Source: an optimization exercise on an open RTL-to-GDS flow (aim: small area, a short achievable clock period and few clock cycles per item). Production flows keep margins and buffers that such runs may drop. Only simulation tests tie the RTL to the original design; equivalence was not proved. No driver is modelled on the clock port, so clocking that relies on it looks cheaper here than on a real chip. Power figures rest on the tool's default switching activity, not on a simulated workload.

==> flow/design.v, too long to show whole: its modules and the start of the top module <==
// module neurona_mac: 1717 lines
// module neurona_mac_fa: 10 lines
// module neurona_mac_c42: 17 lines
// module neurona_mac_c32: 16 lines
// module neurona_mac_ha: 9 lines
module neurona_mac #(
    parameter int Signo     = 1,
    parameter int Magnitud  = 7,
    parameter int Precision = 24,
    parameter int Width     = Signo + Magnitud + Precision,
    parameter int NEntradas = 4
) (
    input  logic             CLK,
    input  logic             RST,
    input  logic             Inicio,
    input  logic [Width-1:0] Sesgo,
    input  logic             EntradaValida,
    input  logic [Width-1:0] Entrada,
    input  logic [Width-1:0] Peso,
    output logic             Ocupado,
    output logic             Listo,
    output logic [Width-1:0] Salida,
    output logic             Error
);
  // ...
==> flow/flow/run.sh <==
#!/bin/bash
set -euo pipefail
MARGIN=$(cat flow/margin.txt)
bash standard.sh SETUP_SLACK_MARGIN=$MARGIN \
  "BUFFER_PORTS_ARGS=-buffer_cell sky130_fd_sc_hd__buf_1" \
  finish > orfs_make.log 2>&1
==> flow/flow/margin.txt <==
9.7
==> flow/standard.sh <==
#!/bin/bash
# synth_recipe.tcl (not shown) runs the flow's synth.tcl, then flattens the netlist and writes it again
# the make line also repeats each setting of config.mk as NAME=value (left out here)
make -C /OpenROAD-flow-scripts/flow DESIGN_CONFIG=/design/flow/config.mk WORK_HOME=/design/flow/orfs CLKGATE_MAP_FILE= SYNTH_SCRIPT=/design/flow/synth_recipe.tcl "${@:-finish}"
==> flow/config.mk <==
export PLATFORM = sky130hd
export DESIGN_NAME = neurona_mac
export DESIGN_NICKNAME = neurona_mac
export VERILOG_FILES = /design/flow/design.v
export SDC_FILE = /design/flow/constraint.sdc
export NUM_CORES = 4
export LEC_CHECK = 0
export CAP_MARGIN = 20
export CORE_MARGIN = 2
export CORE_UTILIZATION = 40
export SLEW_MARGIN = 20
export SYNTH_HIERARCHICAL = 1
export TNS_END_PERCENT = 0
==> flow/constraint.sdc <==
create_clock -name core_clock -period 13.5 [get_ports {CLK}]
set_input_delay 2.7000 -clock core_clock [delete_from_list [all_inputs] [get_ports {CLK}]]
set_output_delay 2.7000 -clock core_clock [all_outputs]
set_load 0.01 [all_outputs]
==> summary.txt, run 1 <==
Clock network
  • Post-CTS sizing: 12
  • CTS max path bufs: 3
  • CTS root buffer: clkbuf_16
  • Clock-pin slew on the worst setup and hold paths: approximately 0.060 ns
  • H-tree Lvls: 2

Drt
  • Post-route ant nets: 0
  • Pre-Repair DR Iteration Count: 9

Layout
  • Largest cell class: multi-input combinational cells
  • Final sequential cell count: 293
  • Most common library cell in the layout ignoring fill and taps: xnor2_1
  • Area added between synthesis and finish: 8.43%

Timing
  • Setup-failing EPs final: 0
  • RSZ-0062 raised after global routing: true
  • Slew @ Worst Pin: between 1 and 1.5 ns
  • Final period utilization: roughly a third

Synthesis
  • EDFF count, synth: 0
  • Synth Area in Adders: between 30% and 40%
  • Mux cell area share after synthesis: under 10%
  • Yosys warns: 9
  • Synth cell types: a little over 80
  • Seq/Total Area, Yosys: 18.7%
  • Syn Area/Cell: 10.4 sq um

Outcome
  • Status: timing/DRC/antenna clean

Power and ir drop
  • Part of the power in registers: approximately 16%
  • Max IR drop VDD: between 0.3 and 0.4 mV
  • Overall power: between 0.009 and 0.01 W

Critical path
  • Reg2reg end: r2_q[22]
  • Critical path's top delay family: adder cells
  • Critical path peak fanout: 33

Flow run
  • Max cap viols: 0

Global routing
  • Grt ovf: 0

Place
  • Post-DP Area: 0.0339 sq mm
  • DP Cell Count: a little over 4000
  • RePlAce Congestion: 0.884

Min path
  • Hold Crit Depth: 0
Testbench counts, summed over its fixed seeds: cycles 3,584, items 512.
==> run 2: changes to the inputs <==
--- a/flow/design.v
+++ b/flow/design.v
@@ -44,36 +44,35 @@
             else if (toma) cuenta_q <= cuenta_q + 3'd1;
             v1_q <= toma;
             l1_q <= toma && (cuenta_q == 3'(NEntradas - 1));
             v2_q <= v1_q;
             l2_q <= l1_q;
         end
     end
     localparam bit GATE = 1;
-    localparam bit GATE_NEG = 0;   
-    localparam bit GATE_DIG = 0;   
+    localparam bit GATE_NEG = 1;   
     logic [31:0] e1_q;
     logic        sg1_q;
     logic [15:0] one1_q, two1_q, neg1_q;
     logic [32:0] wx;
     logic [15:0] one_d, two_d;
     assign wx = {Peso, 1'b0};
     always_comb begin
         for (int i = 0; i < 16; i++) begin
             one_d[i] = wx[2*i+1] ^ wx[2*i];
             two_d[i] = (wx[2*i+2] & ~wx[2*i+1] & ~wx[2*i]) | (~wx[2*i+2] & wx[2*i+1] & wx[2*i]);
         end
     end
     always_ff @(posedge CLK) begin
         sg1_q  <= Entrada[31] ^ Peso[31];
         e1_q   <= toma ? Entrada : 32'd0;
-        one1_q <= one_d;
-        two1_q <= two_d;
-        for (int i = 0; i < 16; i++) neg1_q[i] <= Peso[2*i+1];
+        one1_q <= toma ? one_d : 16'd0;
+        two1_q <= toma ? two_d : 16'd0;
+        for (int i = 0; i < 16; i++) neg1_q[i] <= toma & Peso[2*i+1];
     end
     logic [33:0] ex;
     assign ex = {e1_q[31], e1_q, 1'b0};
     logic [32:0] pp [16];
     always_comb begin
         for (int i = 0; i < 16; i++)
             for (int j = 0; j < 33; j++)
                 pp[i][j] = ((one1_q[i] & ex[j+1]) | (two1_q[i] & ex[j])) ^ neg1_q[i];
==> flow/flow/run.sh (replaced) <==
#!/bin/bash
set -euo pipefail
MARGIN=$(cat flow/margin.txt)
bash standard.sh SETUP_SLACK_MARGIN=$MARGIN \
  "BUFFER_PORTS_ARGS=-buffer_cell sky130_fd_sc_hd__buf_1" \
  "POST_CTS_TCL=$PWD/flow/post_cts.tcl" \
  finish > orfs_make.log 2>&1
==> flow/flow/post_cts.tcl (new file) <==
# Extra setup repair after CTS: the same margin as the flow's own repair, with more passes,
# then legalize the placement again.
log_cmd repair_timing -setup -setup_margin $::env(SETUP_SLACK_MARGIN) -repair_tns 0 \
  -max_passes 200 -max_iterations 2000 -match_cell_footprint -verbose
log_cmd detailed_placement
check_placement -verbose
==> run 2 against run 1 <==
Against the previous run: core utilization up 0.16 points; register-to-register slack improved by 0.37 ns; worst hold slack better by 0.0030 ns; critical path type unchanged; worst setup slack gained 0.37 ns; clock skew shrank 0.0043 ns; still clean on timing, DRC and antenna; critical path depth is the same; sequential share of layout area rose by 0.28 points; maximum frequency increased by 9.4%; non-clock buffer count rose by 15; combinational power is 79% lower; count of clock-buffer cells in the layout decreased by 4.
==> summary.txt, run 2 <==
Place
  • Post-detail-place hpwl: 67.5 mm
  • DP Worst Slack: around 8.9 ns
  • DP Cell Count: 4045 (-1.2%)
  • Post-DP Area: 0.0334 sq mm (-1.4%)
  • IO buf count: between 100 and 150
  • RePlAce Congestion: 0.828 (-6.3%)

Global routing
  • First-pass GRT wire length: about 160 mm
  • Grt ovf: 0 (unchanged)
  • M3 GR Usage: between 6 and 7%
  • GR Layer Usage met1: between 30% and 40%
  • Grt peak-use layer: met2
  • Met2 Usage GRT: a little under 40%
  • Number of global-route vias before repair: 25700
  • Initial antenna violation count: 7
  • Largest net degree at the start of global routing: 76
  • GRT Overall Usage: ~25%

Timing
  • RSZ-0062 raised after global routing: true
  • Max-slew violations: 0
  • Fin. Hold Viols: 0
  • Setup-failing EPs final: 0 (unchanged)
  • WHS: ~0.33 ns
  • Slew @ Worst Pin: 0.940 ns (-0.232 ns)
  • Max Clock Freq: 0.256 GHz
  • Rel. slew slack: 36.9%
  • Post-route minimum period: approximately 4 ns
  • Clock Skews: around 0.046 ns
  • Final period utilization: 29.0% (-2.7 points)
  • Worst Slack Setup Final: ~9.6 ns
  • Final setup TNS: 0 ns

Layout
  • Max reg flops: 52
  • Reg with most FFs: r1_q
  • Nets: 3801
  • Area added between synthesis and finish: 9.60%
  • Most frequent cells in the layout: 558 x xnor2_1, 521 x a22oi_1, 470 x fa_1, 197 x dfxtp_1, 169 x ha_1
  • Largest registers: r1_q x52, r0_q x51, acc_q x35
  • Final Non-Filler Cells: ~4100
  • Most common library cell in the layout ignoring fill and taps: xnor2_1
  • Proportion of layout cells with a drive suffix above 1: about 9%
  • Final instance area: 0.0353 sq mm

Clock network
  • Clock sinks: 293
  • TritonCTS clock tree: done
  • Clock-pin slew on the worst setup and hold paths: 0.06 ns (about the same)
  • Clock Latency Late Sink: 0.58 ns

Flow run
  • Max cap viols: 0 (unchanged)

Synthesis
  • Yosys reg bits: approximately 300
  • Synthesized area: ~0.032 sq mm
  • Gate count of the mapped netlist: roughly 3000
  • EDFF count, synth: 0 (unchanged)
  • Main synth FF type: dfxtp_1
  • Commonest cells post-synth: 559 x xnor2_1, 523 x a22oi_1, 470 x fa_1
  • Area contributors post-synth: fa_1 29%, dfxtp_1 15%, xnor2_1 15%, a22oi_1 12%, ha_1 7.0%
  • Cell taking the most area after synthesis: fa_1
  • Synth cell types: 66 (-19%)
  • Top cell type's share of synthesized area: roughly 30%
  • Yosys warns: 9 (unchanged)
  • Syn Area/Cell: 10.4 sq um (+0.34%)
  • Seq/Total Area, Yosys: 18.9% (+0.26 points)
  • Most numerous cell in the Yosys netlist: xnor2_1
  • Post-synth ARST share: 15.0%

Floorplanning
  • Top Ports: around 140
  • Core ar.: 0.0802 sq mm
  • Initial core utilization: between 40% and 50%
  • Die height: ~290 um
  • DIE WIDTH: 288 um
  • Die Footprint: slightly above 0.08 sq mm
  • # rows: about 100

Critical path
  • Critical path peak fanout: 32 (-3.0%)
  • Startpoint types: flop
  • Worst setup path category: flop to flop
  • Worst EP required: 13.92 ns
  • CP endpoint kind: flop
  • Critical Path AT: roughly 4.3 ns

Power and ir drop
  • Pleak: 14.1 nW
  • PwrDens: around 100 mW/mm^2
  • Max IR drop VDD: 0.0983 mV (-68%)

Drt
  • Final WL: slightly above 100 mm
  • Post-route ant nets: 0 (unchanged)
  • DRT iter0 DRCs: roughly 2200
  • Drt wl/cell: ~25 um
  • DRC errors left: 0
  • DR vias: about 25000
  • Vias per cell: between 5 and 6
  • Pre-Repair DR Iteration Count: 6 (-3)

Outcome
  • Status: timing/DRC/antenna clean

Min path
  • Worst Hold Class: flop to flop
==> run 2: changes by cell type after synthesis, moves of 11 or more <==
| cell | before | now |
|---|---|---|
| or3b_2 | 0 | 16 |
| mux2i_1 | 11 | 31 |
| a22oi_1 | 495 | 523 |
| or3_1 | 54 | 10 |
| xnor2_1 | 545 | 559 |
| a31oi_1 | 38 | 7 |
| and3_1 | 41 | 3 |
| a21oi_1 | 42 | 89 |
| nand3_1 | 33 | 20 |
| mux2_2 | 19 | 5 |
| clkbuf_1 | 255 | 244 |
| and2_1 | 7 | 51 |
==> run 2: logic make-up (layout without fill, tap and decap cells) <==
group                      Yosys count  after routing  synth area share (%)
buffers and inverters              326            300                  3.91
DFF                                293            293                  18.9
xor gates and xnor gates           614            614                  16.7
other                                1             18                0.0117
and+or+nand+nor                    400            401                  6.36
AOI/OAI and AO/OA                  767            767                  16.7
muxes                               36             36                  1.14
adders and majority gates          650            650                  36.2
==> run 2: per-layer routing <==
metal,routed length [um],vias to the layer above
li1,-,10600
met4,3390,6
met1,43600,12300
met3,10800,251
met2,45600,1343
met5,32,-
==> run 2: metrics by stage <==
stage                     power, W  utilization, %
after global routing       0.00368            44.0
after detailed placement   0.00223            41.6
after floorplan            0.00193               -
final                      0.00347            44.0
after global placement     0.00224            41.6
==> run 2: final cells by class <==
class,instances,area [sq um]
flip-flops and latches,293,6230
clock inverters,25,228
inverters,20,75.1
well taps,1060,1330
clock buffers,41,962
repair buffers,214,1180
diodes,1,2.50
multi-input cells,2485,25300
fillers,7635,44900
==> run 2: path summary, 6_finish.rpt <==
path | start | end | slack [ns] | depth (start not counted)
max in group asynchronous | RST | salida_q[1] | 10.61 | 2
setup / recovery | two1_q[14] | r2_q[26] | 9.59 | 7
hold / removal | sg1_q | sg2_q | 0.33 | 0
hold reg to reg | sg1_q | sg2_q | 0.33 | 0
min in group asynchronous | RST | salida_q[5] | 2.30 | 2
setup reg to reg | two1_q[14] | r2_q[26] | 9.59 | 7
==> run 2: worst max-delay path: stages, from the launching register on <==
cell,delay [ns]
dfxtp_2,0.88
a22oi_1,0.23
xnor2_1,0.20
fa_1,0.47
fa_1,0.47
fa_1,0.46
fa_1,0.55
fa_1,0.49
==> run 2: per-module statistics from Yosys (local to each module, per instance) <==
module          cells  area, sq um
neurona_mac      2540        21800
neurona_mac_fa      1         20.0
neurona_mac_ha      1         12.5
==> run 2: power breakdown <==
group          leakage (nW)  switching (W)  internal (W)
logic                  11.0       0.000768      0.000625
registers              2.56       0.000131      0.000956
clock network         0.582       0.000436      0.000549
Testbench counts of run 2, summed over its fixed seeds: cycles 3,584, items 512.

static timing again, ports no longer ideal:
Ports are ideal in the flow. The routed layouts listed here were re-timed in OpenROAD.
Step 1, drivers: a clkbuf_16 drives CLK and a buf_2 each remaining input, both assumed.
Step 2 moves the port delays by t, midway between the first and last clock arrival at a register: inputs arrive t later, outputs are due t later. That takes back most of the time a late clock gives input paths.
Slacks: ideal ports / drivers / drivers and shift; pairs: ideal ports / drivers.
run	t, ns	slack for setup (ns)	worst hold slack (ns)	worst setup path after step 2	cell pins on the clock port's net
run 1	0.639	9.223 / 9.223 / 9.223	0.329 / 0.329 / 0.329	register to register	1
run 2	0.624	9.589 / 9.585 / 9.090	0.332 / 0.332 / 0.332	input to register	1
After both steps setup and hold are still met in every run listed. The setup slack of run 2, which loses most, moves by -0.004 ns with the drivers and by -0.499 ns with both steps.
